From an optimization exercise on the open Yosys and OpenROAD flow, aimed at small area, a short achievable clock period and few clock cycles per item; shortcuts taken in it are not production practice. Function was checked by simulation only, so behaviour that the tests miss may differ from the original. Power figures rest on the tool's default switching activity, not on a simulated workload.

==> design/flow/design.v <==
`timescale 1ns / 1ps
package srt_pkg;
  localparam int unsigned CFG_W = 6;
  localparam logic [CFG_W-1:0] CAP_RESET = 6'd32;
  localparam logic [1:0] MODE_INSERT = 2'd0;
  localparam logic [1:0] MODE_LOOKUP = 2'd1;
  localparam logic [1:0] MODE_FLUSH  = 2'd2;
  localparam logic [1:0] KIND_LOOKUP = 2'd0;
  localparam logic [1:0] KIND_ENTRY  = 2'd1;
  localparam logic [1:0] KIND_INSERT = 2'd2;
  localparam logic [1:0] KIND_FLUSH  = 2'd3;
  typedef enum logic [1:0] {
    OP_HOLD,
    OP_INSERT,
    OP_COLLAPSE,
    OP_SHIFT_DOWN
  } cell_op_e;
  typedef struct packed {
    logic     cmp_en;
    cell_op_e op;
  } cell_ctrl_t;
  typedef struct packed {
    logic lt;
    logic hit_any;
    logic match_any;
  } chain_t;
endpackage
`timescale 1ns / 1ps
module srt_cell #(
  parameter int unsigned ADDRESS_BITS = 40
) (
  input  logic                    clk_i,
  input  logic                    rst_ni,
  input  logic [1:0]              sel_i,
  input  logic                    upd_new_i,    
  input  logic [ADDRESS_BITS-1:0] req_old_i,
  input  logic [ADDRESS_BITS-1:0] req_new_i,
  input  logic [ADDRESS_BITS-1:0] key_i,        
  input  logic                    lo_valid_i,
  input  logic [ADDRESS_BITS-1:0] lo_old_i,
  input  logic [ADDRESS_BITS-1:0] lo_new_i,
  input  logic                    hi_valid_i,
  input  logic [ADDRESS_BITS-1:0] hi_old_i,
  input  logic [ADDRESS_BITS-1:0] hi_new_i,
  output logic                    valid_o,
  output logic [ADDRESS_BITS-1:0] old_o,
  output logic [ADDRESS_BITS-1:0] new_o,
  output logic                    lt_o,         
  output logic                    eq_old_o,     
  output logic                    eq_new_o      
);
  logic                    valid_q;
  logic [ADDRESS_BITS-1:0] old_q, new_q;
  assign lt_o     = valid_q & (old_q < key_i);
  assign eq_old_o = valid_q & (old_q == key_i);
  assign eq_new_o = valid_q & (new_q == key_i);
  assign valid_o = valid_q;
  assign old_o   = old_q;
  assign new_o   = new_q;
  always_ff @(posedge clk_i or negedge rst_ni) begin
    if (!rst_ni) begin
      valid_q <= 1'b0;
    end else begin
      case (sel_i)
        2'd1:    valid_q <= 1'b1;
        2'd2:    valid_q <= lo_valid_i;
        2'd3:    valid_q <= hi_valid_i;
        default: valid_q <= valid_q;
      endcase
    end
  end
  logic                    s_hold, s_req, s_lo, s_hi, n_hold, n_req;
  logic [ADDRESS_BITS-1:0] old_d, new_d;
  assign s_hold = (sel_i == 2'd0);
  assign s_req  = (sel_i == 2'd1);
  assign s_lo   = (sel_i == 2'd2);
  assign s_hi   = (sel_i == 2'd3);
  assign n_hold = s_hold & ~upd_new_i;
  assign n_req  = s_req | (s_hold & upd_new_i);
  assign old_d = ({ADDRESS_BITS{s_hold}} & old_q)
               | ({ADDRESS_BITS{s_req}}  & req_old_i)
               | ({ADDRESS_BITS{s_lo}}   & lo_old_i)
               | ({ADDRESS_BITS{s_hi}}   & hi_old_i);
  assign new_d = ({ADDRESS_BITS{n_hold}} & new_q)
               | ({ADDRESS_BITS{n_req}}  & req_new_i)
               | ({ADDRESS_BITS{s_lo}}   & lo_new_i)
               | ({ADDRESS_BITS{s_hi}}   & hi_new_i);
  always_ff @(posedge clk_i) begin
    old_q <= old_d;
    new_q <= new_d;
  end
endmodule
`timescale 1ns / 1ps
module sorted_remap_table_unit #(
  parameter int unsigned TABLE_DEPTH  = 16,
  parameter int unsigned ADDRESS_BITS = 40
) (
  input  logic                    clk_i,
  input  logic                    rst_ni,
  input  logic                    start_i,
  output logic                    busy_o,
  input  logic [1:0]              mode_i,
  input  logic [ADDRESS_BITS-1:0] old_address_i,
  input  logic [ADDRESS_BITS-1:0] new_address_i,
  input  logic                    cfg_we_i,
  input  logic [srt_pkg::CFG_W-1:0] cfg_wdata_i,
  output logic                    result_valid_o,
  output logic [1:0]              kind_o,
  output logic [ADDRESS_BITS-1:0] entry_old_o,
  output logic [ADDRESS_BITS-1:0] entry_new_o,
  output logic                    found_o,
  output logic                    last_o
);
  localparam int unsigned N    = TABLE_DEPTH;
  localparam int unsigned CntW = $clog2(TABLE_DEPTH + 1);
  localparam int unsigned LimW = (CntW > srt_pkg::CFG_W) ? CntW : srt_pkg::CFG_W;
  logic                    s1_v_q;
  logic [1:0]              s1_mode_q;
  logic [ADDRESS_BITS-1:0] s1_old_q, s1_new_q;
  logic                    s2_v_q;
  logic [1:0]              s2_mode_q;
  logic [ADDRESS_BITS-1:0] s2_old_q, s2_new_q;
  logic [N-1:0]            s2_lt_q, s2_eo_q, s2_hit_q;
  logic                    s2_any_q;
  logic [CntW-1:0]           count_q;
  logic                      drain_q;
  logic [srt_pkg::CFG_W-1:0] cap_q;
  logic [LimW-1:0]           cap_ext, eff_lim;
  logic                    res_valid_q;
  logic [1:0]              kind_q;
  logic [ADDRESS_BITS-1:0] eold_q, enew_q;
  logic                    found_q, last_q;
  logic                    c_valid [N];
  logic [ADDRESS_BITS-1:0] c_old   [N];
  logic [ADDRESS_BITS-1:0] c_new   [N];
  logic [N-1:0]            r_lt, r_eo, r_en;      
  logic                    n_lt, n_eo, n_en;      
  logic [N-1:0]            f_lt, f_eo, f_hit;     
  logic [N-1:0]            first_hit, ins_pos;
  logic [ADDRESS_BITS-1:0] look;
  logic accept, adv, s1_free;
  logic is_ins, is_look, is_flush, full, drain, do_ins, do_upd, s2_done;
  assign cap_ext = LimW'(cap_q);
  always_comb begin
    eff_lim = cap_ext;
    if (cap_ext == '0) begin
      eff_lim = LimW'(1);
    end else if (cap_ext > LimW'(TABLE_DEPTH)) begin
      eff_lim = LimW'(TABLE_DEPTH);
    end
  end
  assign is_ins   = s2_v_q & (s2_mode_q == srt_pkg::MODE_INSERT);
  assign is_look  = s2_v_q & (s2_mode_q == srt_pkg::MODE_LOOKUP);
  assign is_flush = s2_v_q & (s2_mode_q == srt_pkg::MODE_FLUSH);
  assign full     = LimW'(count_q) >= eff_lim;
  assign drain   = drain_q | (is_ins & ~s2_any_q & full) | (is_flush & (count_q != '0));
  assign do_ins  = is_ins & ~s2_any_q & ~drain;
  assign do_upd  = is_ins & s2_any_q & ~drain_q;
  assign s2_done = s2_v_q & ~drain;
  assign adv     = ~s2_v_q | s2_done;
  assign s1_free = ~s1_v_q | adv;
  assign busy_o  = ~s1_free;
  assign accept  = start_i & s1_free;
  always_comb begin
    logic seen;
    seen = 1'b0;
    for (int i = 0; i < N; i++) begin
      first_hit[i] = s2_hit_q[i] & ~seen;
      seen         = seen | s2_hit_q[i];
    end
    for (int i = 0; i < N; i++) begin
      ins_pos[i] = ~s2_lt_q[i] & ((i == 0) ? 1'b1 : s2_lt_q[(i == 0) ? 0 : i-1]);
    end
  end
  always_comb begin
    look = '0;
    for (int i = 0; i < N; i++) begin
      look = look | (s2_eo_q[i] ? c_new[i] : '0);
    end
  end
  assign n_lt = s2_old_q < s1_old_q;
  assign n_eo = s2_old_q == s1_old_q;
  assign n_en = s2_new_q == s1_old_q;
  always_comb begin
    for (int i = 0; i < N; i++) begin
      f_lt[i]  = r_lt[i];
      f_eo[i]  = r_eo[i];
      f_hit[i] = r_eo[i] | r_en[i];
      if (drain) begin
        if (i == N - 1) begin
          f_lt[i]  = 1'b0;
          f_eo[i]  = 1'b0;
          f_hit[i] = 1'b0;
        end else begin
          f_lt[i]  = r_lt[(i == N - 1) ? i : i+1];
          f_eo[i]  = r_eo[(i == N - 1) ? i : i+1];
          f_hit[i] = r_eo[(i == N - 1) ? i : i+1] | r_en[(i == N - 1) ? i : i+1];
        end
      end else if (do_ins && !s2_lt_q[i]) begin
        if (ins_pos[i]) begin
          f_lt[i]  = n_lt;
          f_eo[i]  = n_eo;
          f_hit[i] = n_eo | n_en;
        end else begin
          f_lt[i]  = r_lt[(i == 0) ? 0 : i-1];
          f_eo[i]  = r_eo[(i == 0) ? 0 : i-1];
          f_hit[i] = r_eo[(i == 0) ? 0 : i-1] | r_en[(i == 0) ? 0 : i-1];
        end
      end else if (do_upd && first_hit[i]) begin
        f_hit[i] = r_eo[i] | n_en;
      end
    end
  end
  genvar gi;
  generate
    for (gi = 0; gi < N; gi++) begin : g_cell
      logic                    lo_valid, hi_valid;
      logic [ADDRESS_BITS-1:0] lo_old, lo_new, hi_old, hi_new;
      logic [1:0]              sel;
      if (gi == 0) begin : g_first
        assign lo_valid = 1'b0;
        assign lo_old   = '0;
        assign lo_new   = '0;
      end else begin : g_mid
        assign lo_valid = c_valid[gi-1];
        assign lo_old   = c_old[gi-1];
        assign lo_new   = c_new[gi-1];
      end
      if (gi == N - 1) begin : g_top
        assign hi_valid = 1'b0;
        assign hi_old   = '0;
        assign hi_new   = '0;
      end else begin : g_below
        assign hi_valid = c_valid[gi+1];
        assign hi_old   = c_old[gi+1];
        assign hi_new   = c_new[gi+1];
      end
      always_comb begin
        sel = 2'd0;
        if (drain) begin
          sel = 2'd3;
        end else if (do_ins && !s2_lt_q[gi]) begin
          sel = ins_pos[gi] ? 2'd1 : 2'd2;
        end
      end
      srt_cell #(
        .ADDRESS_BITS(ADDRESS_BITS)
      ) u_cell (
        .clk_i      (clk_i),
        .rst_ni     (rst_ni),
        .sel_i      (sel),
        .upd_new_i  (do_upd & first_hit[gi]),
        .req_old_i  (s2_old_q),
        .req_new_i  (s2_new_q),
        .key_i      (s1_old_q),
        .lo_valid_i (lo_valid),
        .lo_old_i   (lo_old),
        .lo_new_i   (lo_new),
        .hi_valid_i (hi_valid),
        .hi_old_i   (hi_old),
        .hi_new_i   (hi_new),
        .valid_o    (c_valid[gi]),
        .old_o      (c_old[gi]),
        .new_o      (c_new[gi]),
        .lt_o       (r_lt[gi]),
        .eq_old_o   (r_eo[gi]),
        .eq_new_o   (r_en[gi])
      );
    end
  endgenerate
  always_ff @(posedge clk_i or negedge rst_ni) begin
    if (!rst_ni) begin
      s1_v_q      <= 1'b0;
      s2_v_q      <= 1'b0;
      count_q     <= '0;
      drain_q     <= 1'b0;
      cap_q       <= srt_pkg::CAP_RESET;
      res_valid_q <= 1'b0;
    end else begin
      if (s1_free) begin
        s1_v_q <= accept;
      end
      if (adv) begin
        s2_v_q <= s1_v_q;
      end
      if (drain) begin
        count_q <= count_q - CntW'(1);
        drain_q <= (count_q != CntW'(1));
      end else if (do_ins) begin
        count_q <= count_q + CntW'(1);
      end
      res_valid_q <= drain | (s2_done & (s2_mode_q != 2'd3));
      if (cfg_we_i) begin
        cap_q <= cfg_wdata_i;
      end
    end
  end
  always_ff @(posedge clk_i) begin
    if (accept) begin
      s1_mode_q <= mode_i;
      s1_old_q  <= old_address_i;
      s1_new_q  <= new_address_i;
    end
    if (adv) begin
      s2_mode_q <= s1_mode_q;
      s2_old_q  <= s1_old_q;
      s2_new_q  <= s1_new_q;
      s2_lt_q   <= f_lt;
      s2_eo_q   <= f_eo;
      s2_hit_q  <= f_hit;
      s2_any_q  <= |f_hit;
    end else if (drain) begin
      s2_lt_q   <= {1'b0, s2_lt_q[N-1:1]};
      s2_eo_q   <= {1'b0, s2_eo_q[N-1:1]};
      s2_hit_q  <= {1'b0, s2_hit_q[N-1:1]};
      s2_any_q  <= 1'b0;
    end
    if (drain) begin
      kind_q  <= srt_pkg::KIND_ENTRY;
      eold_q  <= c_old[0];
      enew_q  <= c_new[0];
      found_q <= 1'b0;
      last_q  <= 1'b0;
    end else begin
      eold_q <= s2_old_q;
      last_q <= 1'b1;
      case (s2_mode_q)
        srt_pkg::MODE_INSERT: begin
          kind_q  <= srt_pkg::KIND_INSERT;
          enew_q  <= s2_new_q;
          found_q <= s2_any_q;
        end
        srt_pkg::MODE_LOOKUP: begin
          kind_q  <= srt_pkg::KIND_LOOKUP;
          enew_q  <= look;
          found_q <= |s2_eo_q;
        end
        default: begin
          kind_q  <= srt_pkg::KIND_FLUSH;
          enew_q  <= '0;
          found_q <= 1'b0;
        end
      endcase
    end
  end
  assign result_valid_o = res_valid_q;
  assign kind_o         = kind_q;
  assign entry_old_o    = eold_q;
  assign entry_new_o    = enew_q;
  assign found_o        = found_q;
  assign last_o         = last_q;
endmodule
==> design/flow/run.sh <==
#!/bin/bash
# synth_recipe.tcl (not shown) runs the flow's synth.tcl, then flattens the netlist and writes it again
# the make line also repeats each setting of config.mk as NAME=value (left out here)
make -C /OpenROAD-flow-scripts/flow DESIGN_CONFIG=/design/flow/config.mk WORK_HOME=/design/flow/orfs CLKGATE_MAP_FILE= SYNTH_SCRIPT=/design/flow/synth_recipe.tcl finish
==> design/flow/config.mk <==
export PLATFORM = sky130hd
export DESIGN_NAME = sorted_remap_table_unit
export DESIGN_NICKNAME = sorted_remap_table_unit
export VERILOG_FILES = /design/flow/design.v
export SDC_FILE = /design/flow/constraint.sdc
export NUM_CORES = 4
export LEC_CHECK = 0
export CAP_MARGIN = 40
export CORE_MARGIN = 2
export CORE_UTILIZATION = 30
export PLACE_DENSITY = 0.55
export SLEW_MARGIN = 40
==> design/flow/constraint.sdc <==
create_clock -name core_clock -period 8.0 [get_ports {clk_i}]
set_input_delay 1.6000 -clock core_clock [delete_from_list [all_inputs] [get_ports {clk_i}]]
set_output_delay 1.6000 -clock core_clock [all_outputs]
set_load 0.01 [all_outputs]
==> impl_summary.log, run 1 <==
INFO  metric result_of_the_run = no timing/DRC/antenna violations
INFO  metric startpoint_type = flop
INFO  metric timing.final.hold_violations = 0
INFO  metric r2r_cells = 9
INFO  metric critPathSlowestCell = clkdlybuf4s50_1
INFO  metric synth_warnings = 5
INFO  metric cts-htree-levels = 4
INFO  metric drv_slew = 0
INFO  metric synth-xor-area-share = 6.31%
INFO  metric crit_path_end_kind = output pin
INFO  metric grt_pass1_vias = 89100
INFO  metric r2r_slack = 2900 ps
INFO  metric num_io_pins = 178
INFO  metric crit_path_max_fo = 7
INFO  metric drt_first_iter_violations = 17900
INFO  metric port_buffers = 177
INFO  metric worstReg2RegEnd = enew_q[6]$_DFF_P_
INFO  metric cp_num_buf_inv = 1
INFO  metric drv_cap = 0
INFO  metric worstSkewPairLatency = 950 ps
INFO  metric die_width = 562 um
INFO  metric synthFlopType = dfxtp_1
INFO  metric row_count = 204
INFO  metric fraction_of_synthesized_cell_area_taken_by_the_top_area_cell_type = 29.2%
INFO  metric pin_count_of_the_biggest_net_entering_global_routing = 173
INFO  metric timing.final.crit_period = 5510 ps
INFO  metric wl = 574 mm
INFO  metric synth_edf_count = 213
INFO  metric worstPathRequired = 6400 ps
INFO  metric route.detailed.vias_per_inst = 6.67
INFO  metric grt_setup_unrepaired = false
INFO  metric hold_path_depth = 0
INFO  metric post_cts.resized_instances = 0
INFO  metric ir_worst_vdd = 0.000313 V
INFO  metric synth-async-reset-ratio = 1.93%
INFO  metric core-area = 309000 um2
INFO  metric worst_path_largest_cell_delay = 510 ps
INFO  metric placed_area = 101000 um2
INFO  metric setup_clock_skew_after_layout = 81.7 ps
INFO  metric crit_family = compound AO/OA/AOI/OAI gates
INFO  metric clock_sinks = 1608
INFO  metric ys_top_cells_by_area = dfxtp_1 29%, ha_1 9.2%, edfxtp_1 6.8%
INFO  metric finalWeightedCongestion = 1.12
INFO  metric initial_core_util = 30.2%
INFO  metric final_min_period_over_clock_period = 68.9%
INFO  metric most-common-layout-cells = 1647 x nand2_1, 1364 x dfxtp_1, 688 x ha_1
INFO  metric path_class_of_the_lowest_slack_min_delay_path = flop to flop
INFO  metric synth_compound_area_share = 24.5%
INFO  metric synth_top_cell_by_area = dfxtp_1
INFO  metric synth_cells = 10300
INFO  metric tritoncts.num_buffers = 198
INFO  metric globalRoute.totalOverflow = 0
INFO  metric synth_top_family_by_area = compound AO/OA/AOI/OAI gates
INFO  metric syn_area = 93500 um2
INFO  metric synth_sequential_area_ratio = 36.9%
INFO  metric synth-simple-area-share = 15.3%
INFO  metric worstPathCellList = nor2_1, o21a_1, ha_1, nand2b_4, a2111oi_2, o21a_1, nor2_4, and3_1, clkdlybuf4s50_1
INFO  metric die_h = 562 um
INFO  metric fin_hold_ws = 412 ps
INFO  metric route.met3.wl = 69.7 mm
INFO  metric slew_hr = 29.6%
INFO  metric final_area = 108000 um2
INFO  metric layout-drive-gt1-share = 8.82%
INFO  metric first_pass_iters = 14
INFO  metric holdPathEnd = s2_new_q[12]$_DFFE_PN_
INFO  metric wl_per_cell = 39.6 um
INFO  metric tritoncts = done
INFO  metric static-leakage-power = 45.1 nW
INFO  metric detailed_place_hpwl = 393 mm
INFO  metric fillers = 31500
INFO  metric layout-area-overhead-vs-synth = 15.8%
INFO  metric total_grt_usage = 35.0%
INFO  metric mostFrequentLayoutCell = nand2_1
INFO  metric critical_path.most_common_cell = o21a_1
INFO  metric fmax = 182 MHz
INFO  metric vias_post_dr = 96600
INFO  metric worst_setup_hold_path_clk_slew = 60 ps
INFO  metric ant_nets = 0
INFO  metric topRoutingLayerUsed = met5
INFO  metric grt_antenna_before_repair = 69
INFO  metric setup_viol = 0
INFO  metric cts_root_buffer = clkbuf_16
INFO  metric met2RoutedLength = 234 mm
INFO  metric ctsLongestPathBuffers = 4
INFO  metric yosys.cell_types.count = 95
INFO  metric wl_met1 = 209 mm
INFO  metric synth_adder_area_share = 9.21%
INFO  metric setup_tns = 0 ps
INFO  metric drc_violation_count_after_routing = 0
INFO  metric reg2reg_from = s2_mode_q[1]$_DFFE_PN_
INFO  metric avgSynthCellArea = 9.09 um2
INFO  metric worst_slack = 2490 ps
INFO  metric fin_nets = 10900
INFO  metric floorplan.die_area = 316000 um2
INFO  metric synth.ff_latch_count = 1608
INFO  metric critPathKind = flop to output pin
INFO  metric place_worst_setup_slack = 3060 ps
INFO  metric p_per_area = 432 nW/um2
INFO  metric hold_buffers = 0
INFO  metric crit_arrival = 3910 ps
INFO  metric post_cts_buffers = 0
INFO  metric grt_pass1_wl = 779 mm
INFO  metric post_synth_mux_area_share = 3.43%
INFO  metric worst_min_path_start = s1_new_q[12]$_DFFE_PP_
INFO  metric tightestPinTransition = 1060 ps
-- synth_stat cells, types with 215 or more instances --
cell type  number
xnor2_1       542
dfxtp_1      1364
a221o_1       515
clkbuf_1      652
nor2_1        440
a21o_1        215
a222oi_1      440
ha_1          688
mux2i_1       306
a22o_1        315
nand4_1       347
a21oi_1       219
nand2_1      1657
a22oi_1       576
nand3_1       355
o21ai_0       221
-- routing by layer --
| metal | up-vias | GRT usage (%) |
|---|---|---|
| met4 | 40 | 30.1 |
| li1 | 39200 | - |
| met3 | 2379 | 12.7 |
| met2 | 7757 | 50.0 |
| met5 | - | 0.361 |
| met1 | 47200 | 41.3 |
-- worst max-delay path by stage --
stage                                      start                                 end  slack (ps)  cells past startpoint
after floorplan             cap_q[5]$_DFFE_PN1P_              s1_mode_q[0]$_DFFE_PP_        1260                     13
after global placement    s1_old_q[33]$_DFFE_PP_              s2_any_q$_SDFFCE_PP0P_        2600                     13
after detailed placement    cap_q[4]$_DFFE_PN0P_  g_cell[11].u_cell.new_q[9]$_DFF_P_        3060                     14
after CTS                   cap_q[4]$_DFFE_PN0P_                              busy_o        2420                      9
after global routing        cap_q[4]$_DFFE_PN0P_                              busy_o        2290                      9
final                       cap_q[4]$_DFFE_PN0P_                              busy_o        2490                      9
-- metrics by stage --
step | std cells | util, % | power (W)
floorplan | 10300 | - | 0.0248
global placement | 14000 | 32.3 | 0.0352
detailed placement | 14100 | 32.7 | 0.0359
CTS | 14400 | 34.8 | 0.0453
global route | 14400 | 35.0 | 0.0478
finish | 14500 | 35.0 | 0.0468
-- cells by family after synthesis --
family                   Yosys count
adder cells (fa/ha/maj)          688
AND/OR/NAND/NOR                 3171
other                              1
buffers and inverters           1027
AO/OA/AOI/OAI                   2800
XOR/XNOR                         673
multiplexers                     319
flip-flops                      1608
-- worst reg2reg max path: cells and delay by family (launching register included) --
kind            cells  cell delay, ps
simple gates        2             550
buf+inv             4            2640
compound gates      3            1290
flops               1             320
-- power by group --
group          total (W)  internal (W)  switching (W)  leakage, nW
clock            0.00948       0.00539        0.00409         3.24
sequential        0.0156        0.0110        0.00454         13.7
combinational     0.0218       0.00718         0.0146         28.1
-- registers in the layout (all words and copies together) (netlist names), 2 cells and up --
signal	count
s2_new_q	40
s1_new_q	40
g_cell.u_cell.new_q	640
s2_old_q	40
g_cell.u_cell.old_q	640
eold_q	40
s1_mode_q	2
s2_mode_q	2
cap_q	6
count_q	5
kind_q	2
g_cell.u_cell.valid_q	16
s2_eo_q	16
s2_hit_q	16
s1_old_q	40
s2_lt_q	16
enew_q	40
-- area by class of cell --
class | instances | area (um2) | share of cell area, %
timing repair buffer | 554 | 5210 | 4.81
sequential | 1608 | 34500 | 31.9
clock buffer | 281 | 5740 | 5.30
multi-input combinational | 7700 | 56400 | 52.1
clock inverter | 84 | 810 | 0.748
tap | 4120 | 5150 | 4.76
inverter | 91 | 354 | 0.327
antenna | 47 | 118 | 0.109
Testbench counts, summed over its fixed seeds: cycles 6,872, items 4,800.
==> run 2: changes to the inputs <==
--- a/design/flow/design.v
+++ b/design/flow/design.v
@@ -123,8 +123,8 @@
   logic [N-1:0]            s2_lt_q, s2_eo_q, s2_hit_q;
   logic                    s2_any_q;
-  logic [CntW-1:0]           count_q;
-  logic                      drain_q;
-  logic [srt_pkg::CFG_W-1:0] cap_q;
-  logic [LimW-1:0]           cap_ext, eff_lim;
+  logic [CntW-1:0]           count_q, count_d;
+  logic                      drain_q, drain_d;    
+  logic                      busy_q, busy_d;
+  logic [CntW-1:0]           lim_q, lim_d;        
   logic                    res_valid_q;
   logic [1:0]              kind_q;
@@ -139,13 +139,17 @@
   logic [N-1:0]            first_hit, ins_pos;
   logic [ADDRESS_BITS-1:0] look;
-  logic accept, adv, s1_free;
-  logic is_ins, is_look, is_flush, full, drain, do_ins, do_upd, s2_done;
-  assign cap_ext = LimW'(cap_q);
-  always_comb begin
-    eff_lim = cap_ext;
-    if (cap_ext == '0) begin
-      eff_lim = LimW'(1);
-    end else if (cap_ext > LimW'(TABLE_DEPTH)) begin
-      eff_lim = LimW'(TABLE_DEPTH);
+  logic accept, adv, s1_free, s1_v_d;
+  logic is_ins, is_look, is_flush, drain, do_ins, do_upd, s2_done;
+  logic nx_ins, nx_flush;
+  always_comb begin
+    lim_d = lim_q;
+    if (cfg_we_i) begin
+      if (cfg_wdata_i == '0) begin
+        lim_d = CntW'(1);
+      end else if (LimW'(cfg_wdata_i) > LimW'(TABLE_DEPTH)) begin
+        lim_d = CntW'(TABLE_DEPTH);
+      end else begin
+        lim_d = CntW'(cfg_wdata_i);
+      end
     end
   end
@@ -153,13 +157,31 @@
   assign is_look  = s2_v_q & (s2_mode_q == srt_pkg::MODE_LOOKUP);
   assign is_flush = s2_v_q & (s2_mode_q == srt_pkg::MODE_FLUSH);
-  assign full     = LimW'(count_q) >= eff_lim;
-  assign drain   = drain_q | (is_ins & ~s2_any_q & full) | (is_flush & (count_q != '0));
+  assign drain   = drain_q;
   assign do_ins  = is_ins & ~s2_any_q & ~drain;
-  assign do_upd  = is_ins & s2_any_q & ~drain_q;
+  assign do_upd  = is_ins & s2_any_q & ~drain;
   assign s2_done = s2_v_q & ~drain;
   assign adv     = ~s2_v_q | s2_done;
   assign s1_free = ~s1_v_q | adv;
-  assign busy_o  = ~s1_free;
+  assign busy_o  = busy_q;
   assign accept  = start_i & s1_free;
+  assign s1_v_d  = s1_free ? accept : s1_v_q;
+  always_comb begin
+    count_d = count_q;
+    if (drain) begin
+      count_d = count_q - CntW'(1);
+    end else if (do_ins) begin
+      count_d = count_q + CntW'(1);
+    end
+  end
+  assign nx_ins   = s1_v_q & (s1_mode_q == srt_pkg::MODE_INSERT);
+  assign nx_flush = s1_v_q & (s1_mode_q == srt_pkg::MODE_FLUSH);
+  always_comb begin
+    if (!adv) begin
+      drain_d = (count_q != CntW'(1));
+    end else begin
+      drain_d = (nx_ins & ~(|f_hit) & (count_d >= lim_d)) | (nx_flush & (count_d != '0));
+    end
+  end
+  assign busy_d = s1_v_d & drain_d;
   always_comb begin
     logic seen;
@@ -275,23 +297,17 @@
       count_q     <= '0;
       drain_q     <= 1'b0;
-      cap_q       <= srt_pkg::CAP_RESET;
+      busy_q      <= 1'b0;
+      lim_q       <= CntW'(TABLE_DEPTH);
       res_valid_q <= 1'b0;
     end else begin
-      if (s1_free) begin
-        s1_v_q <= accept;
-      end
+      s1_v_q  <= s1_v_d;
       if (adv) begin
         s2_v_q <= s1_v_q;
       end
-      if (drain) begin
-        count_q <= count_q - CntW'(1);
-        drain_q <= (count_q != CntW'(1));
-      end else if (do_ins) begin
-        count_q <= count_q + CntW'(1);
-      end
+      count_q <= count_d;
+      drain_q <= drain_d;
+      busy_q  <= busy_d;
+      lim_q   <= lim_d;
       res_valid_q <= drain | (s2_done & (s2_mode_q != 2'd3));
-      if (cfg_we_i) begin
-        cap_q <= cfg_wdata_i;
-      end
     end
   end
--- a/design/flow/config.mk
+++ b/design/flow/config.mk
@@ -6,7 +6,9 @@
 export NUM_CORES = 4
 export LEC_CHECK = 0
+export ABC_CLOCK_PERIOD_IN_PS = 3500
 export CAP_MARGIN = 40
 export CORE_MARGIN = 2
 export CORE_UTILIZATION = 30
 export PLACE_DENSITY = 0.55
+export SETUP_SLACK_MARGIN = 4.5
 export SLEW_MARGIN = 40
==> run 2 against run 1 <==
Against the previous run:
- cell count rose by 5.1%
- critical endpoint is now s2_any_q$_SDFFCE_PP0P_
- critical path type is now flop to flop
- design area increased by 6.9%
- total power decreased by 0.70%
- register-to-register slack improved by 1200 ps
- maximum frequency grew 40%
- clock skew decreased by 12 ps
- non-clock buffer count grew 349
- worst hold slack got worse by 29 ps
- critical path depth grew 3
- sequential power grew 4%
- die area about the same
- worst setup slack improved by 1600 ps
==> impl_summary.log, run 2 <==
INFO  metric crit_family = simple AND/OR/NAND/NOR gates
INFO  metric relative_contribution_of_sequential_cells_to_total_power = 35.0% (+1.7 points)
INFO  metric timing.final.crit_period = 3930 ps (-1580 ps)
INFO  metric wl_per_cell = 39.5 um (-0.34%)
INFO  metric grt_setup_unrepaired = true
INFO  metric worstSkewPairLatency = 940 ps (about the same)
INFO  metric worstPathRequired = 8740 ps (+2340 ps)
INFO  metric ir_worst_vdd = 0.000253 V (-19%)
INFO  metric worst_path_largest_cell_delay = 660 ps (+150 ps)
INFO  metric setup_clock_skew_after_layout = 69.9 ps (-11.8 ps)
INFO  metric detailed_place_hpwl = 414 mm (+5.4%)
INFO  metric row_count = 204 (unchanged)
INFO  metric die_width = 562 um (about the same)
INFO  metric placed_area = 101000 um2 (about the same)
INFO  metric mostFrequentLayoutCell = nand2_1
INFO  metric critPathKind = flop to flop
INFO  metric floorplan.die_area = 316000 um2 (about the same)
INFO  metric globalRoute.totalOverflow = 0 (unchanged)
INFO  metric synth_top_cell_by_area = dfxtp_1
INFO  metric timing.final.hold_violations = 0 (unchanged)
INFO  metric internal_power = 0.0238 W (+0.93%)
INFO  metric layout_top_registers = g_cell.u_cell.new_q x640, g_cell.u_cell.old_q x640
INFO  metric synth_cells = 10700 (+4.2%)
INFO  metric worst_setup_hold_path_clk_slew = 60 ps (about the same)
INFO  metric fin_nets = 11700 (+6.8%)
INFO  metric vias_post_dr = 100000 (+3.8%)
INFO  metric pin_count_of_the_biggest_net_entering_global_routing = 211 (+22%)
INFO  metric synth.ff_latch_count = 1608 (unchanged)
INFO  metric fillers = 31500 (-0.032%)
INFO  metric yosys.cell_types.count = 87 (-8.4%)
INFO  metric clock_sinks = 1608 (unchanged)
INFO  metric port_buffers = 177 (unchanged)
INFO  metric setup_viol = 0 (unchanged)
INFO  metric slew_hr = 25.1% (-4.5 points)
INFO  metric synth_warnings = 5 (unchanged)
INFO  metric die_h = 562 um (about the same)
INFO  metric initial_core_util = 30.2% (about the same)
INFO  metric crit_path_max_fo = 10 (+3)
INFO  metric ant_nets = 0 (unchanged)
INFO  metric critical_path.most_common_cell = buf_4
INFO  metric p_switching = 0.0227 W (-2.4%)
INFO  metric cts_root_buffer = clkbuf_16
INFO  metric fmax = 255 MHz (+40%)
INFO  metric yosysMostFrequentCell = nand2_1
INFO  metric worstPathCellList = buf_4, buf_4, bufbuf_16, xnor2_1, nand4_1, nor4_1, and3_4, nor2_1, o22ai_1, mux2i_2, nor4bb_1, a41oi_1
INFO  metric finalWeightedCongestion = 1.11 (-0.56%)
INFO  metric startpoint_type = flop
INFO  metric final_min_period_over_clock_period = 49.1% (-20 points)
INFO  metric clock_power_share = 20.9% (+0.6 points)
INFO  metric tightestPinTransition = 1120 ps (+63.7 ps)
INFO  metric synth-async-reset-ratio = 1.93% (unchanged)
INFO  metric multi_input_area = 58800 um2 (+4.3%)
INFO  metric layout-area-overhead-vs-synth = 23.7%
INFO  metric most-common-layout-cells = 2347 x nand2_1, 1362 x dfxtp_1, 680 x a222oi_1
INFO  metric static-leakage-power = 47.6 nW (+5.7%)
INFO  metric p_per_area = 402 nW/um2 (-7.1%)
INFO  metric hold_buffers = 0 (unchanged)
INFO  metric critPathSlowestCell = nor4_1
INFO  metric tritoncts.num_buffers = 201 (+1.5%)
INFO  metric grt_antenna_before_repair = 69 (unchanged)
INFO  metric grt_pass1_wl = 808 mm (+3.7%)
INFO  metric drv_slew = 0 (unchanged)
INFO  metric comb_power_share = 44.2% (-2.3 points)
INFO  metric drv_cap = 0 (unchanged)
INFO  metric wl = 601 mm (+4.8%)
INFO  metric drc_violation_count_after_routing = 0 (unchanged)
INFO  metric synth_edf_count = 213 (unchanged)
INFO  metric worst_slack = 4070 ps (+1580 ps)
INFO  metric swShare = 48.7% (-0.83 points)
INFO  metric place_worst_setup_slack = 2910 ps (-153 ps)
INFO  metric crit_path_end_kind = flop
INFO  metric drt_first_iter_violations = 19900 (+11%)
INFO  metric first_pass_iters = 12 (-2)
INFO  metric crit_arrival = 4670 ps (+760 ps)
INFO  metric synth_common_cells = 2369 x nand2_1, 1364 x dfxtp_1, 763 x clkbuf_1, 688 x ha_1, 680 x a222oi_1
INFO  metric syn_area = 93500 um2 (about the same)
INFO  metric grt_pass1_vias = 91600 (+2.8%)
INFO  metric total_grt_usage = 36.4% (+1.4 points)
INFO  metric synth_sequential_area_ratio = 36.9% (about the same)
INFO  metric core-area = 309000 um2 (unchanged)
INFO  metric cp_num_buf_inv = 3 (+2)
INFO  metric layout-drive-gt1-share = 15.0% (+6.1 points)
INFO  metric fraction_of_synthesized_cell_area_taken_by_the_top_area_cell_type = 29.2% (about the same)
INFO  metric result_of_the_run = no timing/DRC/antenna violations
INFO  metric avgSynthCellArea = 8.72 um2 (-4.0%)
INFO  metric path_class_of_the_lowest_slack_min_delay_path = flop to flop
INFO  metric final_area = 116000 um2 (+6.9%)
INFO  metric ctsLongestPathBuffers = 4 (unchanged)
INFO  metric setup_tns = 0 ps (unchanged)
INFO  metric synthFlopType = dfxtp_1
INFO  metric regArea = 34500 um2 (about the same)
INFO  metric num_io_pins = 178 (unchanged)
INFO  metric tritoncts = done
INFO  metric cts-htree-levels = 4 (unchanged)
INFO  metric ys_top_cells_by_area = dfxtp_1 29%, nand2_1 9.5%, ha_1 9.2%
INFO  metric route.detailed.vias_per_inst = 6.59 (-1.2%)
run 2: final cells by class:
type	count	area share (%)
well taps	4120	4.46
flip-flops and latches	1608	29.8
inverters	140	0.584
clock inverters	86	0.901
clock buffers	286	4.96
multi-input cells	8043	50.8
repair buffers	903	8.36
diodes	42	0.0908
run 2: per-stage QoR:
step	hold slack [ps]	util [%]	cells	power, W
2_1_floorplan	400	-	10800	0.0241
3_3_place_gp	402	32.2	14400	0.0337
3_5_place_dp	405	32.7	14400	0.0341
4_1_cts	387	36.5	15100	0.0446
5_1_grt	397	37.4	15200	0.0475
6_report	383	37.4	15200	0.0465
run 2: cells by family (layout without fill, tap and decap cells):
logic type | Yosys count | after routing | synth area share, %
AND/OR/NAND/NOR | 3597 | 3599 | 16.9
flip-flops | 1608 | 1608 | 36.9
multiplexers | 121 | 121 | 1.36
AO/OA/AOI/OAI | 2932 | 2932 | 24.9
buffers and inverters | 1119 | 1415 | 4.67
other | 1 | 91 | 0.00401
adder cells (fa/ha/maj) | 688 | 688 | 9.21
XOR/XNOR | 654 | 654 | 6.13
run 2: path summary, 6_finish.rpt:
| kind | startpoint | endpoint | slack, ps | cells past startpoint |
|---|---|---|---|---|
| worst max-delay path | s1_old_q[12]$_DFFE_PP_ | s2_any_q$_SDFFCE_PP0P_ | 4070 | 12 |
| worst min-delay path | s1_new_q[9]$_DFFE_PP_ | s2_new_q[9]$_DFFE_PN_ | 380 | 0 |
| worst max register to register | s1_old_q[12]$_DFFE_PP_ | s2_any_q$_SDFFCE_PP0P_ | 4070 | 12 |
| worst min register to register | s1_new_q[9]$_DFFE_PP_ | s2_new_q[9]$_DFFE_PN_ | 380 | 0 |
| max in group asynchronous | rst_ni | s2_v_q$_DFFE_PN0N_ | 6810 | 2 |
| min in group asynchronous | rst_ni | res_valid_q$_DFF_PN0_ | 740 | 2 |
run 2: timing repair:
| item | CTS | global route |
|---|---|---|
| gates resized for setup | 438 | 275 |
| endpoints found under the hold margin | 0 | 0 |
| pin swaps | 80 | 137 |
| gates cloned | 12 | 4 |
| buffers inserted | 282 | 73 |
| endpoints found under the setup margin | 1171 | 565 |
run 2: per-layer routing:
| layer | routed length, um | share of wire [%] | global-route usage [%] |
|---|---|---|---|
| met4 | 64600 | 11 | 31.1 |
| met1 | 214000 | 36 | 42.8 |
| met3 | 76400 | 13 | 12.6 |
| met5 | 448 | 0.075 | 0.226 |
| met2 | 245000 | 41 | 52.9 |
run 2: power by group through the flow:
stage          Sequential, W  Combinational [W]  Clock (W)
2_1_floorplan         0.0137             0.0104          0
3_3_place_gp          0.0162             0.0176          0
3_5_place_dp          0.0161             0.0180          0
4_1_cts               0.0159             0.0189    0.00973
5_1_grt               0.0163             0.0212     0.0100
6_report              0.0163             0.0205    0.00970
Testbench counts of run 2, summed over its fixed seeds: cycles 6,872, items 4,800.
==> run 3: changes to the inputs <==
--- a/design/flow/design.v
+++ b/design/flow/design.v
@@ -123,4 +123,5 @@
   logic [N-1:0]            s2_lt_q, s2_eo_q, s2_hit_q;
   logic                    s2_any_q;
+  logic                    s2_ins_q;              
   logic [CntW-1:0]           count_q, count_d;
   logic                      drain_q, drain_d;    
@@ -137,5 +138,6 @@
   logic                    n_lt, n_eo, n_en;      
   logic [N-1:0]            f_lt, f_eo, f_hit;     
-  logic [N-1:0]            first_hit, ins_pos;
+  logic [N-1:0]            first_hit, ins_pos, kill;
+  logic                    any_d;
   logic [ADDRESS_BITS-1:0] look;
   logic accept, adv, s1_free, s1_v_d;
@@ -154,5 +156,5 @@
     end
   end
-  assign is_ins   = s2_v_q & (s2_mode_q == srt_pkg::MODE_INSERT);
+  assign is_ins   = s2_ins_q;
   assign is_look  = s2_v_q & (s2_mode_q == srt_pkg::MODE_LOOKUP);
   assign is_flush = s2_v_q & (s2_mode_q == srt_pkg::MODE_FLUSH);
@@ -180,5 +182,5 @@
       drain_d = (count_q != CntW'(1));
     end else begin
-      drain_d = (nx_ins & ~(|f_hit) & (count_d >= lim_d)) | (nx_flush & (count_d != '0));
+      drain_d = (nx_ins & ~any_d & (count_d >= lim_d)) | (nx_flush & (count_d != '0));
     end
   end
@@ -204,4 +206,6 @@
   assign n_eo = s2_old_q == s1_old_q;
   assign n_en = s2_new_q == s1_old_q;
+  assign kill  = {N{do_upd}} & first_hit;
+  assign any_d = (|(r_eo | (r_en & ~kill))) | (do_ins & (n_eo | n_en)) | (do_upd & n_en);
   always_comb begin
     for (int i = 0; i < N; i++) begin
@@ -295,4 +299,5 @@
       s1_v_q      <= 1'b0;
       s2_v_q      <= 1'b0;
+      s2_ins_q    <= 1'b0;
       count_q     <= '0;
       drain_q     <= 1'b0;
@@ -303,5 +308,6 @@
       s1_v_q  <= s1_v_d;
       if (adv) begin
-        s2_v_q <= s1_v_q;
+        s2_v_q   <= s1_v_q;
+        s2_ins_q <= nx_ins;
       end
       count_q <= count_d;
@@ -325,5 +331,5 @@
       s2_eo_q   <= f_eo;
       s2_hit_q  <= f_hit;
-      s2_any_q  <= |f_hit;
+      s2_any_q  <= any_d;
     end else if (drain) begin
       s2_lt_q   <= {1'b0, s2_lt_q[N-1:1]};
==> run 3 against run 2 <==
Against the previous run:
- die area shrank 0.32%
- core utilization shrank 1.6 points
- routed wire length shrank 9.6%
- worst setup slack gained 41 ps
- critical endpoint is now busy_q$_DFF_PN0_
- largest cell class unchanged
- non-clock buffer count shrank 240
- sequential share of layout area grew 1.4 points
==> impl_summary.log, run 3 <==
INFO  metric static-leakage-power = 44.7 nW (-6.1%)
INFO  metric route.detailed.vias_per_inst = 6.42 (-2.5%)
INFO  metric row_count = 204 (unchanged)
INFO  metric synth_warnings = 5 (unchanged)
INFO  metric avgSynthCellArea = 8.60 um2 (-1.4%)
INFO  metric setup_viol = 0 (unchanged)
INFO  metric p_per_area = 443 nW/um2 (+10%)
INFO  metric hold_path_depth = 0 (unchanged)
INFO  metric crit_path_max_fo = 19 (+9)
INFO  metric relative_contribution_of_sequential_cells_to_total_power = 34.8% (-0.2 points)
INFO  metric result_of_the_run = no timing/DRC/antenna violations
INFO  metric syn_area = 93200 um2 (-0.33%)
INFO  metric wp_depth = 9 (-3)
INFO  metric comb_power_share = 45.1% (+0.9 points)
INFO  metric timing.final.crit_period = 3890 ps (-41.3 ps)
INFO  metric hold_buffers = 0 (unchanged)
INFO  metric p_switching = 0.0241 W (+6.6%)
INFO  metric crit_family = simple AND/OR/NAND/NOR gates
INFO  metric tightestPinTransition = 1090 ps (-24.4 ps)
INFO  metric synth_cells = 10800 (+1.1%)
INFO  metric synth_edf_count = 213 (unchanged)
INFO  metric drv_cap = 0 (unchanged)
INFO  metric worstSkewPairLatency = 930 ps (about the same)
INFO  metric yosys.cell_types.count = 90 (+3.4%)
INFO  metric synth_sequential_area_ratio = 37.0% (+0.15 points)
INFO  metric synth-async-reset-ratio = 1.99% (+0.061 points)
INFO  metric setup_clock_skew_after_layout = 81.1 ps (+11.1 ps)
INFO  metric ir_worst_vdd = 0.000216 V (-15%)
INFO  metric die_h = 561 um (-0.16%)
INFO  metric pin_count_of_the_biggest_net_entering_global_routing = 225 (+6.6%)
INFO  metric critPathKind = flop to flop
INFO  metric worst_setup_hold_path_clk_slew = 60 ps (about the same)
INFO  metric floorplan.die_area = 315000 um2 (-0.32%)
INFO  metric grt_pass1_vias = 87400 (-4.6%)
INFO  metric synthFlopType = dfxtp_1
INFO  metric r2r_cells = 9 (-3)
INFO  metric tritoncts.num_buffers = 200 (-0.50%)
INFO  metric critPathSlowestCell = nor4_1
INFO  metric fin_nets = 11500 (-1.2%)
INFO  metric wl_per_cell = 36.0 um (-8.8%)
INFO  metric most-common-layout-cells = 2634 x nand2_1, 1364 x dfxtp_1, 719 x a222oi_1
INFO  metric grt_antenna_before_repair = 36 (-48%)
INFO  metric ctsLongestPathBuffers = 4 (unchanged)
INFO  metric first_pass_iters = 17 (+5)
INFO  metric layout_top_registers = g_cell.u_cell.new_q x640, g_cell.u_cell.old_q x640
INFO  metric internal_power = 0.0249 W (+4.6%)
INFO  metric ant_nets = 0 (unchanged)
INFO  metric final_min_period_over_clock_period = 48.6% (-0.52 points)
INFO  metric grt_pass1_wl = 741 mm (-8.3%)
INFO  metric initial_core_util = 30.2% (-0.073 points)
INFO  metric timing.final.hold_violations = 0 (unchanged)
INFO  metric layout-drive-gt1-share = 10.6% (-4.4 points)
INFO  metric tritoncts = done
INFO  metric setup_tns = 0 ps (unchanged)
INFO  metric clock_sinks = 1609 (+0.062%)
INFO  metric total_power = 0.0491 W (+5.6%)
INFO  metric cts_root_buffer = clkbuf_16
INFO  metric crit_arrival = 4690 ps (+20 ps)
INFO  metric drc_violation_count_after_routing = 0 (unchanged)
INFO  metric worst_min_path_start = s1_new_q[38]$_DFFE_PP_
INFO  metric grt_setup_unrepaired = true
INFO  metric swShare = 49.2% (+0.48 points)
INFO  metric fraction_of_synthesized_cell_area_taken_by_the_top_area_cell_type = 29.3% (+0.095 points)
INFO  metric slew_hr = 26.5% (+1.3 points)
INFO  metric cts-htree-levels = 4 (unchanged)
INFO  metric drt_first_iter_violations = 19200 (-3.1%)
INFO  metric worst_path_largest_cell_delay = 870 ps (+210 ps)
INFO  metric drv_slew = 0 (unchanged)
INFO  metric crit_path_end_kind = flop
INFO  metric synth_common_cells = 2639 x nand2_1, 1364 x dfxtp_1, 801 x clkbuf_1, 719 x a222oi_1, 688 x ha_1
INFO  metric finalWeightedCongestion = 1.12 (+0.67%)
INFO  metric ys_top_cells_by_area = dfxtp_1 29%, nand2_1 11%, ha_1 9.2%
INFO  metric startpoint_type = flop
INFO  metric wl = 543 mm (-9.6%)
INFO  metric vias_post_dr = 97000 (-3.4%)
INFO  metric worstPathRequired = 8800 ps (+60 ps)
INFO  metric worstPathCellList = buf_12, xnor2_1, nand4_1, nor4_1, and3_2, a211oi_4, nand3_2, o41ai_4, and2_1
INFO  metric die_width = 561 um (-0.16%)
INFO  metric reg2reg_from = s1_old_q[39]$_DFFE_PP_
INFO  metric num_io_pins = 178 (unchanged)
INFO  metric port_buffers = 177 (unchanged)
INFO  metric yosysMostFrequentCell = nand2_1
INFO  metric globalRoute.totalOverflow = 0 (unchanged)
INFO  metric synth.ff_latch_count = 1609 (+0.062%)
INFO  metric mostFrequentLayoutCell = nand2_1
INFO  metric detailed_place_hpwl = 375 mm (-9.6%)
INFO  metric timing.critical_path.from = s1_old_q[39]$_DFFE_PP_
INFO  metric total_grt_usage = 32.9% (-3.5 points)
INFO  metric path_class_of_the_lowest_slack_min_delay_path = flop to flop
INFO  metric fmax = 257 MHz (+1.1%)
INFO  metric layout-area-overhead-vs-synth = 18.8%
INFO  metric synth_top_cell_by_area = dfxtp_1
INFO  metric clock_power_share = 20.1% (-0.8 points)
INFO  metric core-area = 309000 um2 (about the same)
INFO  metric r2r_slack = 4110 ps (+40 ps)
INFO  metric cp_num_buf_inv = 1 (-2)
-- run 3: cell count changes after synthesis, moves of 38 or more --
cell      delta
clkbuf_1    +38
a222oi_1    +39
a221o_1    +117
o21ai_0    +217
xnor2_1    +135
xor2_1     -113
nand2_1    +270
a22oi_1    -296
a22o_1      -79
-- run 3: per-layer routing --
layer  share of wire, %  vias up  global-route usage, %  wire length, um
met4                9.5       28                   25.2            51700
met1                 37    47200                   40.2           202000
met5              0.063        -                  0.346              342
met3                 12     1921                   10.5            66900
li1                   -    40700                      -                -
met2                 41     7069                   47.7           222000
-- run 3: power by group through the flow --
| stage | Combinational, W | Sequential (W) | Clock, W |
|---|---|---|---|
| after detailed placement | 0.0201 | 0.0169 | 0 |
| after global placement | 0.0196 | 0.0170 | 0 |
| after CTS | 0.0205 | 0.0168 | 0.00991 |
| final | 0.0221 | 0.0171 | 0.00987 |
| after floorplan | 0.0122 | 0.0143 | 0 |
| after global routing | 0.0229 | 0.0172 | 0.0102 |
-- run 3: per-stage QoR --
| step | cell area, um2 | worst slack [ps] | std cells | utilization [%] | hold slack, ps |
|---|---|---|---|---|---|
| 3_3_place_gp | 99400 | 3080 | 14500 | 32.2 | 402 |
| 5_1_grt | 111000 | 4340 | 15100 | 35.8 | 421 |
| 6_report | 111000 | 4110 | 15100 | 35.8 | 413 |
| 4_1_cts | 109000 | 4410 | 15000 | 35.2 | 404 |
| 2_1_floorplan | 93400 | 4510 | 10900 | - | 400 |
| 3_5_place_dp | 101000 | 3030 | 14500 | 32.5 | 405 |
-- run 3: cells by family after synthesis --
logic type                 share of synthesized area [%]
and+or+nand+nor                                     17.3
adders and majority gates                           9.24
xor gates and xnor gates                            6.35
DFF                                                 37.0
buffers and inverters                               4.70
AOI/OAI and AO/OA                                   24.3
muxes                                               1.03
other                                            0.00402
-- run 3: final timing paths --
path                                                             end
worst max-delay path                                busy_q$_DFF_PN0_
worst min-delay path                          s2_new_q[38]$_DFFE_PN_
worst max register to register                      busy_q$_DFF_PN0_
worst min register to register                s2_new_q[38]$_DFFE_PN_
max in group asynchronous       g_cell[2].u_cell.valid_q$_DFFE_PN0P_
min in group asynchronous                         lim_q[0]$_DFF_PN0_
-- run 3: final cells by class --
| cell class | instances | area [um2] |
|---|---|---|
| Timing Repair Buffer | 663 | 6970 |
| Tap cell | 4120 | 5150 |
| Sequential cell | 1609 | 34500 |
| Fill cell | 31700 | 198000 |
| Inverter | 144 | 559 |
| Antenna cell | 45 | 113 |
| Clock buffer | 296 | 5920 |
| Multi-Input combinational cell | 8143 | 56500 |
| Clock inverter | 73 | 993 |
-- run 3: timing repair --
item	CTS	global route
pin swaps	28	40
gates cloned	5	2
setup endpoints to repair	960	315
buffers inserted	56	65
gates resized for setup	207	132
Testbench counts of run 3, summed over its fixed seeds: cycles 6,872, items 4,800.

## afterwards: timing with drivers on the ports
Ports are ideal in the flow. The routed layouts listed here were re-timed in OpenROAD. Step 1, drivers: a clkbuf_16 drives clk_i and a buf_2 each remaining input, both assumed. Step 2 times the ports against the registers' clock, not the clock port: input delays grow and output delays shrink by t, the midpoint of the rising clock arrivals with the driver on. Three values: ideal, step 1, step 2; two values: the first two.
run	t (ns)	setup slack, ns	worst setup path after step 2	latest minus earliest clock arrival (ns)	worst slew at a driven data input, ns
run 1	1.026	2.491 / 2.379 / 2.900	register to register	0.083 / 0.083	0.09
run 2	1.015	4.072 / 4.072 / 3.746	input to register	0.075 / 0.075	0.14
run 3	0.998	4.113 / 4.113 / 3.931	input to register	0.082 / 0.082	0.17
After both steps setup and hold are still met in every run listed. The setup slack of run 2, which loses most, moves by 0.000 ns with the drivers and by -0.326 ns with both steps.
